This is an optimization exercise on Yosys and OpenROAD, whose aim is small area and few clock cycles per item, not a production implementation.
Function was checked by simulation only, so behaviour that the tests miss may differ from the original.

==> flow/design.v <==
`default_nettype none
package seir_pkg;
  localparam int unsigned CFG_IDX_W = 3;
  typedef enum logic [CFG_IDX_W-1:0] {
    REG_MU    = 3'd0,
    REG_ALPHA = 3'd1,
    REG_BETA  = 3'd2,
    REG_GAMMA = 3'd3,
    REG_DT    = 3'd4,
    REG_NPOP  = 3'd5
  } cfg_idx_e;
  localparam logic CMD_LOAD = 1'b0;
  localparam logic CMD_STEP = 1'b1;
  localparam logic [31:0] MU_RST    = 32'd419430;
  localparam logic [31:0] ALPHA_RST = 32'd3355443;
  localparam logic [31:0] BETA_RST  = 32'd16777;
  localparam logic [31:0] GAMMA_RST = 32'd5872026;
  localparam logic [31:0] DT_RST    = 32'd167772;
  localparam logic [31:0] NPOP_RST  = 32'd65536000;
  localparam logic [31:0] SUS_RST = 32'd62259200;
  localparam logic [31:0] EXP_RST = 32'd2621440;
  localparam logic [31:0] INF_RST = 32'd655360;
  localparam logic [31:0] REC_RST = 32'd0;
  localparam int unsigned MUL_AW = 33;
  localparam int unsigned MUL_BW = 32;
  localparam int unsigned MUL_PW = MUL_AW + MUL_BW;
  localparam int unsigned PROD_W = 56;
  localparam int unsigned DW     = PROD_W + 2;
  localparam int unsigned NUM_OPS = 17;
  localparam int unsigned CNT_W   = $clog2(NUM_OPS + 1);
  typedef enum logic [CNT_W-1:0] {
    OP_SI     = 5'd0,
    OP_INF_LO = 5'd1,
    OP_INF_HI = 5'd2,
    OP_BIRTH  = 5'd3,
    OP_EOUT   = 5'd4,
    OP_E2I    = 5'd5,
    OP_IOUT   = 5'd6,
    OP_I2R    = 5'd7,
    OP_ROUT   = 5'd8,
    OP_S_LO   = 5'd9,
    OP_S_HI   = 5'd10,
    OP_E_LO   = 5'd11,
    OP_E_HI   = 5'd12,
    OP_I_LO   = 5'd13,
    OP_I_HI   = 5'd14,
    OP_R_LO   = 5'd15,
    OP_R_HI   = 5'd16
  } op_e;
  typedef enum logic [1:0] {
    ST_IDLE,
    ST_RUN,
    ST_DONE
  } state_e;
  typedef struct packed {
    logic idle;
    logic iss_vld;
    logic [CNT_W-1:0] iss_op;
    logic con_vld;
    logic [CNT_W-1:0] con_op;
    logic out_load;
  } ctrl_t;
endpackage
`default_nettype wire
`default_nettype none
import seir_pkg::*;
module seir_mul (
  input  wire logic                      clk_i,
  input  wire logic                      en_i,
  input  wire logic [seir_pkg::MUL_AW-1:0] a_i,
  input  wire logic [seir_pkg::MUL_BW-1:0] b_i,
  output logic      [seir_pkg::MUL_PW-1:0] p_o
);
  logic [MUL_PW-1:0] p_q;
  always_ff @(posedge clk_i) begin
    if (en_i) begin
      p_q <= MUL_PW'(a_i) * MUL_PW'(b_i);
    end
  end
  assign p_o = p_q;
endmodule
`default_nettype wire
`default_nettype none
import seir_pkg::*;
module seir_ctrl (
  input  wire logic            clk_i,
  input  wire logic            rst_ni,
  input  wire logic            acc_i,
  input  wire logic            step_i,
  input  wire logic            out_free_i,
  output seir_pkg::ctrl_t      ctrl_o
);
  seir_pkg::state_e           state_q;
  seir_pkg::state_e           state_d;
  logic [CNT_W-1:0] cnt_q;
  logic [CNT_W-1:0] cnt_d;
  logic             con_vld_q;
  logic [CNT_W-1:0] con_op_q;
  logic             iss_vld;
  assign iss_vld = (state_q == ST_RUN) && (cnt_q != CNT_W'(NUM_OPS));
  always_ff @(posedge clk_i or negedge rst_ni) begin
    if (!rst_ni) begin
      state_q   <= ST_IDLE;
      cnt_q     <= '0;
      con_vld_q <= 1'b0;
      con_op_q  <= OP_SI;
    end else begin
      state_q   <= state_d;
      cnt_q     <= cnt_d;
      con_vld_q <= iss_vld;
      con_op_q  <= cnt_q;
    end
  end
  always_comb begin
    state_d         = state_q;
    cnt_d           = cnt_q;
    ctrl_o.idle     = (state_q == ST_IDLE);
    ctrl_o.iss_vld  = iss_vld;
    ctrl_o.iss_op   = cnt_q;
    ctrl_o.con_vld  = con_vld_q;
    ctrl_o.con_op   = con_op_q;
    ctrl_o.out_load = 1'b0;
    unique case (state_q)
      ST_IDLE: begin
        if (acc_i) begin
          cnt_d   = '0;
          state_d = step_i ? ST_RUN : ST_DONE;
        end
      end
      ST_RUN: begin
        if (cnt_q == CNT_W'(NUM_OPS)) begin
          state_d = ST_DONE;
        end else begin
          cnt_d = cnt_q + 1'b1;
        end
      end
      ST_DONE: begin
        if (out_free_i) begin
          ctrl_o.out_load = 1'b1;
          state_d         = ST_IDLE;
        end
      end
      default: begin
        state_d = ST_IDLE;
      end
    endcase
  end
endmodule
`default_nettype wire
`default_nettype none
import seir_pkg::*;
module seir_euler_step #(
  parameter int unsigned POP_FRAC_BITS  = 16,
  parameter int unsigned RATE_FRAC_BITS = 24
) (
  input  wire logic                             clk_i,
  input  wire logic                             rst_ni,
  input  wire logic                             cfg_we_i,
  input  wire logic [seir_pkg::CFG_IDX_W-1:0]   cfg_idx_i,
  input  wire logic [31:0]                      cfg_data_i,
  input  wire logic                             s_axis_tvalid,
  output logic                                  s_axis_tready,
  input  wire logic [127:0]                     s_axis_tdata,   
  input  wire logic                             s_axis_tuser,   
  output logic                                  m_axis_tvalid,
  input  wire logic                             m_axis_tready,
  output logic [143:0]                          m_axis_tdata,   
  output logic                                  m_axis_tuser    
);
  localparam int unsigned SI_W    = 64 - POP_FRAC_BITS;
  localparam int unsigned SI_HI_W = SI_W - 32;
  localparam int unsigned WIDE_W  = MUL_PW + 32;
  logic [31:0] mu_q, alpha_q, beta_q, gamma_q, dt_q, npop_q;
  logic [31:0] sus_q, exp_q, inf_q, rec_q;
  logic [15:0] step_q;
  logic        clamp_q;
  logic signed [DW-1:0]     ds_q, de_q, di_q, dr_q;
  logic [MUL_PW-1:0]        lo_q;
  logic [SI_HI_W-1:0]       si_hi_q;
  logic [PROD_W:0]          mag_q;
  logic [31:0]              nd_mag_q;
  logic                     nd_neg_q;
  logic [32:0]              mua_q, mug_q;
  logic         m_valid_q;
  logic [143:0] m_data_q;
  logic         m_user_q;
  seir_pkg::ctrl_t             ctrl;
  logic              in_acc;
  logic              out_free;
  logic [MUL_AW-1:0] mul_a;
  logic [MUL_BW-1:0] mul_b;
  logic [MUL_PW-1:0] prod;
  logic [MUL_PW-1:0]    si_full;
  logic signed [DW-1:0] term;
  logic [WIDE_W-1:0]    comb_w, comb_s;
  logic [PROD_W-1:0]    comb_mag;
  logic signed [DW-1:0] comb_t;
  logic signed [DW-1:0] d_sel, d_abs;
  logic [32:0]          nd_diff, nd_abs;
  logic [31:0]          set_old;
  logic                 set_neg;
  logic [32:0]          set_res;
  assign in_acc        = s_axis_tvalid && s_axis_tready;
  assign s_axis_tready = ctrl.idle;
  assign out_free      = !m_valid_q || m_axis_tready;
  seir_ctrl u_ctrl (
    .clk_i      (clk_i),
    .rst_ni     (rst_ni),
    .acc_i      (in_acc),
    .step_i     (s_axis_tuser == CMD_STEP),
    .out_free_i (out_free),
    .ctrl_o     (ctrl)
  );
  seir_mul u_mul (
    .clk_i (clk_i),
    .en_i  (ctrl.iss_vld),
    .a_i   (mul_a),
    .b_i   (mul_b),
    .p_o   (prod)
  );
  function automatic logic [32:0] settle(input logic [31:0] old, input logic neg,
                                         input logic [PROD_W-1:0] mag);
    logic signed [DW-1:0] m;
    logic signed [DW-1:0] v;
    m = signed'({2'b00, mag});
    v = signed'({{(DW-32){1'b0}}, old}) + (neg ? -m : m);
    if (v[DW-1]) begin
      settle = {1'b1, 32'd0};
    end else if (|v[DW-2:32]) begin
      settle = {1'b1, 32'hFFFF_FFFF};
    end else begin
      settle = {1'b0, v[31:0]};
    end
  endfunction
  always_comb begin
    si_full  = MUL_PW'(prod >> POP_FRAC_BITS);
    term     = signed'(DW'(prod >> RATE_FRAC_BITS));
    comb_w   = {prod, 32'd0} + {32'd0, lo_q};
    comb_s   = comb_w >> RATE_FRAC_BITS;
    comb_mag = (|comb_s[WIDE_W-1:PROD_W]) ? '1 : comb_s[PROD_W-1:0];
    comb_t   = signed'({2'b00, comb_mag});
    nd_diff  = {1'b0, npop_q} - {1'b0, sus_q};
    nd_abs   = nd_diff[32] ? (33'd0 - nd_diff) : nd_diff;
  end
  always_comb begin
    mul_a = '0;
    mul_b = '0;
    case (ctrl.iss_op)
      OP_SI:     begin mul_a = {1'b0, sus_q};                 mul_b = inf_q;   end
      OP_INF_LO: begin mul_a = {1'b0, si_full[31:0]};         mul_b = beta_q;  end
      OP_INF_HI: begin mul_a = MUL_AW'(si_hi_q);              mul_b = beta_q;  end
      OP_BIRTH:  begin mul_a = {1'b0, nd_mag_q};              mul_b = mu_q;    end
      OP_EOUT:   begin mul_a = mua_q;                         mul_b = exp_q;   end
      OP_E2I:    begin mul_a = {1'b0, alpha_q};               mul_b = exp_q;   end
      OP_IOUT:   begin mul_a = mug_q;                         mul_b = inf_q;   end
      OP_I2R:    begin mul_a = {1'b0, gamma_q};               mul_b = inf_q;   end
      OP_ROUT:   begin mul_a = {1'b0, mu_q};                  mul_b = rec_q;   end
      OP_S_LO, OP_E_LO, OP_I_LO, OP_R_LO: begin
        mul_a = {1'b0, mag_q[31:0]};
        mul_b = dt_q;
      end
      OP_S_HI, OP_E_HI, OP_I_HI, OP_R_HI: begin
        mul_a = MUL_AW'(mag_q[PROD_W:32]);
        mul_b = dt_q;
      end
      default: begin
        mul_a = '0;
        mul_b = '0;
      end
    endcase
  end
  always_comb begin
    case (ctrl.iss_op)
      OP_ROUT: d_sel = ds_q;
      OP_S_HI: d_sel = de_q;
      OP_E_HI: d_sel = di_q;
      default: d_sel = dr_q;
    endcase
    d_abs = d_sel[DW-1] ? -d_sel : d_sel;
  end
  always_comb begin
    case (ctrl.con_op)
      OP_S_HI: begin set_old = sus_q; set_neg = ds_q[DW-1]; end
      OP_E_HI: begin set_old = exp_q; set_neg = de_q[DW-1]; end
      OP_I_HI: begin set_old = inf_q; set_neg = di_q[DW-1]; end
      default: begin set_old = rec_q; set_neg = dr_q[DW-1]; end
    endcase
    set_res = settle(set_old, set_neg, comb_mag);
  end
  always_ff @(posedge clk_i or negedge rst_ni) begin
    if (!rst_ni) begin
      mu_q    <= MU_RST;
      alpha_q <= ALPHA_RST;
      beta_q  <= BETA_RST;
      gamma_q <= GAMMA_RST;
      dt_q    <= DT_RST;
      npop_q  <= NPOP_RST;
    end else if (cfg_we_i) begin
      case (cfg_idx_i)
        REG_MU:    mu_q    <= cfg_data_i;
        REG_ALPHA: alpha_q <= cfg_data_i;
        REG_BETA:  beta_q  <= cfg_data_i;
        REG_GAMMA: gamma_q <= cfg_data_i;
        REG_DT:    dt_q    <= cfg_data_i;
        REG_NPOP:  npop_q  <= cfg_data_i;
        default: ;
      endcase
    end
  end
  always_ff @(posedge clk_i or negedge rst_ni) begin
    if (!rst_ni) begin
      sus_q   <= SUS_RST;
      exp_q   <= EXP_RST;
      inf_q   <= INF_RST;
      rec_q   <= REC_RST;
      step_q  <= '0;
      clamp_q <= 1'b0;
    end else if (in_acc) begin
      clamp_q <= 1'b0;
      if (s_axis_tuser == CMD_LOAD) begin
        sus_q  <= s_axis_tdata[31:0];
        exp_q  <= s_axis_tdata[63:32];
        inf_q  <= s_axis_tdata[95:64];
        rec_q  <= s_axis_tdata[127:96];
        step_q <= '0;
      end else begin
        step_q <= step_q + 16'd1;
      end
    end else if (ctrl.con_vld) begin
      case (ctrl.con_op)
        OP_S_HI: begin sus_q <= set_res[31:0]; clamp_q <= clamp_q | set_res[32]; end
        OP_E_HI: begin exp_q <= set_res[31:0]; clamp_q <= clamp_q | set_res[32]; end
        OP_I_HI: begin inf_q <= set_res[31:0]; clamp_q <= clamp_q | set_res[32]; end
        OP_R_HI: begin rec_q <= set_res[31:0]; clamp_q <= clamp_q | set_res[32]; end
        default: ;
      endcase
    end
  end
  always_ff @(posedge clk_i) begin
    if (in_acc) begin
      ds_q     <= '0;
      de_q     <= '0;
      di_q     <= '0;
      dr_q     <= '0;
      nd_neg_q <= nd_diff[32];
      nd_mag_q <= nd_abs[31:0];
      mua_q    <= {1'b0, mu_q} + {1'b0, alpha_q};
      mug_q    <= {1'b0, mu_q} + {1'b0, gamma_q};
    end else if (ctrl.con_vld) begin
      case (ctrl.con_op)
        OP_SI:     si_hi_q <= si_full[SI_W-1:32];
        OP_INF_LO: lo_q    <= prod;
        OP_INF_HI: begin
          ds_q <= ds_q - comb_t;
          de_q <= de_q + comb_t;
        end
        OP_BIRTH:  ds_q <= nd_neg_q ? (ds_q - term) : (ds_q + term);
        OP_EOUT:   de_q <= de_q - term;
        OP_E2I:    di_q <= di_q + term;
        OP_IOUT:   di_q <= di_q - term;
        OP_I2R:    dr_q <= dr_q + term;
        OP_ROUT:   dr_q <= dr_q - term;
        OP_S_LO, OP_E_LO, OP_I_LO, OP_R_LO: lo_q <= prod;
        default: ;
      endcase
    end
  end
  always_ff @(posedge clk_i) begin
    if (ctrl.iss_vld) begin
      case (ctrl.iss_op)
        OP_ROUT, OP_S_HI, OP_E_HI, OP_I_HI: mag_q <= d_abs[PROD_W:0];
        default: ;
      endcase
    end
  end
  always_ff @(posedge clk_i or negedge rst_ni) begin
    if (!rst_ni) begin
      m_valid_q <= 1'b0;
    end else if (ctrl.out_load) begin
      m_valid_q <= 1'b1;
    end else if (m_axis_tready) begin
      m_valid_q <= 1'b0;
    end
  end
  always_ff @(posedge clk_i) begin
    if (ctrl.out_load) begin
      m_data_q <= {step_q, rec_q, inf_q, exp_q, sus_q};
      m_user_q <= clamp_q;
    end
  end
  assign m_axis_tvalid = m_valid_q;
  assign m_axis_tdata  = m_data_q;
  assign m_axis_tuser  = m_user_q;
endmodule
`default_nettype wire
==> flow/run.sh <==
#!/bin/bash
# synth_recipe.tcl (not shown) runs the flow's synth.tcl, then flattens the netlist and writes it again
# the make line also repeats each setting of config.mk as NAME=value (left out here)
make -C /OpenROAD-flow-scripts/flow DESIGN_CONFIG=/design/flow/config.mk WORK_HOME=/design/flow/orfs CLKGATE_MAP_FILE= SYNTH_SCRIPT=/design/flow/synth_recipe.tcl finish
==> flow/config.mk <==
export PLATFORM = sky130hd
export DESIGN_NAME = seir_euler_step
export DESIGN_NICKNAME = seir_euler_step
export VERILOG_FILES = /design/flow/design.v
export SDC_FILE = /design/flow/constraint.sdc
export NUM_CORES = 4
export LEC_CHECK = 0
export CAP_MARGIN = 20
export CORE_MARGIN = 2
export CORE_UTILIZATION = 45
export PLACE_DENSITY = 0.6
export SLEW_MARGIN = 20
==> flow/constraint.sdc <==
create_clock -name core_clock -period 13.0 [get_ports {clk_i}]
set_input_delay 2.6000 -clock core_clock [delete_from_list [all_inputs] [get_ports {clk_i}]]
set_output_delay 2.6000 -clock core_clock [all_outputs]
set_load 0.01 [all_outputs]
==> run_results.csv <==
group,metric,value,unit
run_status,status,"complete, no violations",
floorplan,die-area,0.230,mm²
yosys,ys_ff_latch,1006,
yosys,synth_most_common_cell,"nand2_1",
yosys,synth_fa_ha_area_frac,0.266,
detailed_routing,vias_per_cell,6.28,
yosys,synth_compound_area_frac,0.157,
sta,setup_viol,0,
setup_path,cpPeakStageDelay,740,ps
grt,grt_pass1_wl,656,mm
setup_path,crit_path_max_fanout,22,
sta,hold_viol,0,
grt,grt_pass1_vias,91300,
cells_and_area,syn_to_final_growth,12.3,%
setup_path,critPathSlowestCell,"nor4_1",
yosys,synth_edf_count,423,
yosys,synth_top_family_by_area,"adder cells",
detailed_routing,dr.pass1.iters,14,
setup_path,critPathKind,"flop to flop",
floorplan,rows,174,
flow_run,maxCapViolCount,0,
floorplan,die_y,479,µm
yosys,synth_cells,11400,
cts,cts_buffer_depth,3,
setup_path,cp-start-kind,"flop",
grt,grt_busiest_layer,"met2",
cells_and_area,fin_util,0.508,
floorplan,die_w,479,µm
place,place.gp.congestion,1.03,
yosys,syn_area,0.102,mm²
yosys,synth_xor_area_frac,0.0574,
yosys,synth_nets,13200,
cells_and_area,drive_gt1_frac,0.0887,
sta,period_share,0.978,
yosys,seq_area_frac_synth,0.258,
cells_and_area,final_cell_area,0.114,mm²
sta,relSlewSlack,0.142,
grt,grt_max_degree,140,
cts,cts_hold_buf,0,
grt,grt_antenna_before_repair,30,
sta,drv_slew,0,
floorplan,core-area,0.225,mm²
place,portBuffers,315,
yosys,yosysTopAreaCellShare,0.184,
cts,clock_latency,860,ps
hold_path,hold_class,"flop to flop",
yosys,yosys_most_used_dff,"edfxtp_1",
cts,cts_tree,"yes",
cts,post_cts_resized,0,
floorplan,initial_utilization,0.453,
sta,fin_skew,125,ps
grt,gr-total-overflow,0,
floorplan,ios,316,
setup_path,worst_ep_arrival_time,13440,ps
place,dp_hpwl,365,mm
detailed_routing,post_drt_wl_per_cell,31.3,µm
grt,use_met1,0.488,
yosys,muxShareOfSynthArea,0.0251,
setup_path,crit_path_end_kind,"flop",
detailed_routing,drt_iter0_drc,10400,
cells_and_area,fin_nets,13400,
sta,fmaxAchievable,0.0786,GHz
grt,grt_use_total,0.395,
place,postPlaceCellArea,0.110,mm²
sta,fin_crit,12720,ps
cts,htreeDepth,3,
yosys,synth_cell_type_count,99,
detailed_routing,drcViolationCount,0,
cts,numCtsBuffers,121,
cts,post_cts_buffers,0,
sta,setup_tns,0,ps
grt,use_met3,0.0822,
yosys,synth-simple-area-share,0.171,
detailed_routing,antenna_left,0,
setup_path,required,13720,ps
detailed_routing,vias,92600,
sta,rsz0062_at_grt,"false",
yosys,ys_top_cells_by_area,"fa_1 (18%), edfxtp_1 (12%), ha_1 (8.2%)",
cts,path_clk_slew,60,ps
cts,root_buffer,"clkbuf_16",
yosys,synth_commonest_cells,"nand2_1 (1523), inv_1 (1171), nor2_1 (1090)",
yosys,yosysWarnings,3,
yosys,avgSynthCellArea,8.90,µm²
cts,clock-sinks,1006,
grt,globalRouteMet2Util,0.621,
yosys,yosysTopAreaCell,"fa_1",
detailed_routing,wirelength,462,mm
yosys,async_flop_share,0.349,
sta,worst_pin_slew,1280,ps
state kept, by name, summed over array words and instances (netlist names), 33 cells and up:
signal     flops
m_data_q     144
u_mul.p_q     65
de_q          58
di_q          58
dr_q          58
ds_q          58
mag_q         57
lo_q          41
mua_q         33
mug_q         33
layout by cell type, fill, tap and decap left out, types with 31 or more instances in the layout:
| cell type | instances |
|---|---|
| a31oi_1 | 45 |
| fa_1 | 935 |
| nor2_1 | 1081 |
| clkdlybuf4s50_1 | 314 |
| a22oi_1 | 106 |
| or3_1 | 72 |
| a211oi_1 | 84 |
| nand4_1 | 84 |
| nand3_1 | 198 |
| o21ai_0 | 350 |
| xnor2_1 | 451 |
| edfxtp_1 | 423 |
| buf_4 | 354 |
| o211ai_1 | 42 |
| o21bai_1 | 49 |
| inv_1 | 1169 |
| a22o_1 | 41 |
| and4_1 | 31 |
| and2_1 | 79 |
| dfrtp_1 | 284 |
| mux2_2 | 204 |
| nor2b_1 | 63 |
| or2_2 | 37 |
| a222oi_1 | 128 |
| clkbuf_16 | 122 |
| nor4_1 | 52 |
| nand2b_1 | 86 |
| nor3_1 | 162 |
| a21boi_0 | 51 |
| and3_1 | 228 |
| a221o_1 | 181 |
| nand2_1 | 1518 |
| o21a_1 | 73 |
| a21o_1 | 177 |
| ha_1 | 663 |
| a21oi_1 | 655 |
| dfxtp_1 | 232 |
| xor2_1 | 205 |
| dfstp_2 | 66 |
routing by layer:
metal,share of wire,up-vias
met5,0.00035,-
met4,0.081,22
met3,0.094,1271
met2,0.45,5256
met1,0.38,46200
li1,-,39800
final timing paths:
path	from	to	slack (ps)	cells after the start
max	u_mul.p_q[27]$_DFFE_PP_	exp_q[22]$_DFFE_PN0P_	280	34
min	clamp_q$_DFFE_PN0P_	m_user_q$_DFFE_PP_	450	0
max reg2reg	u_mul.p_q[27]$_DFFE_PP_	exp_q[22]$_DFFE_PN0P_	280	34
min reg2reg	clamp_q$_DFFE_PN0P_	m_user_q$_DFFE_PP_	450	0
max in group asynchronous	rst_ni	gamma_q[0]$_DFFE_PN0P_	9560	2
min in group asynchronous	rst_ni	exp_q[29]$_DFFE_PN0P_	1780	1
cell type report:
class | instances | area, µm²
timing repair buffer | 682 | 6020
sequential | 1006 | 26200
multi-input combinational | 8646 | 69400
clock buffer | 146 | 3270
fill | 21000 | 111000
inverter | 1171 | 4400
clock inverter | 84 | 1070
tap | 2992 | 3740
antenna | 13 | 32.5
cell families after synthesis:
kind of cell,count (synthesis)
compound gates,2303
simple gates,3849
flops,1006
fa+ha+maj,1599
buf+inv,1771
mux,229
xor+xnor,666
critical path, delay by kind of cell (launching register included):
family                   cells  cell delay, ps
AO/OA/AOI/OAI               19            5760
adder cells (fa/ha/maj)      3            1340
buffers and inverters        2             430
flip-flops                   1             580
AND/OR/NAND/NOR             10            4480
stage by stage:
step	hold slack [ps]	worst slack (ps)	cells
after global placement	440	401	14500
after CTS	460	522	14700
after global routing	484	143	14700
after floorplan	352	1520	11400
final	454	281	14700
after detailed placement	445	504	14500
Testbench counts, summed over its fixed seeds: cycles 19,256, items 984.

## port drivers added, routing unchanged
In the flow no input, the clock included, has a driving cell. The finished layout below was timed again as built, in two steps. Step 1 assumes that a clkbuf_16 drives the clock port and a buf_2 every other input. Step 2, shift: input delay + t, output delay - t, t = (earliest + latest rising clock arrival at the registers) / 2. This alone moves slack from input paths to output paths. a / b / c = ideal / step 1 / step 2; a / b = the first two.
t, ns: 0.889
slack for setup (ns): 0.281 / 0.281 / 0.281
slew at the worst register clock pin (ns): 0.07 / 0.07
After both steps setup and hold are still met in this run. For this run, drivers alone change the setup slack by 0.000 ns; drivers and shift together by 0.000 ns.
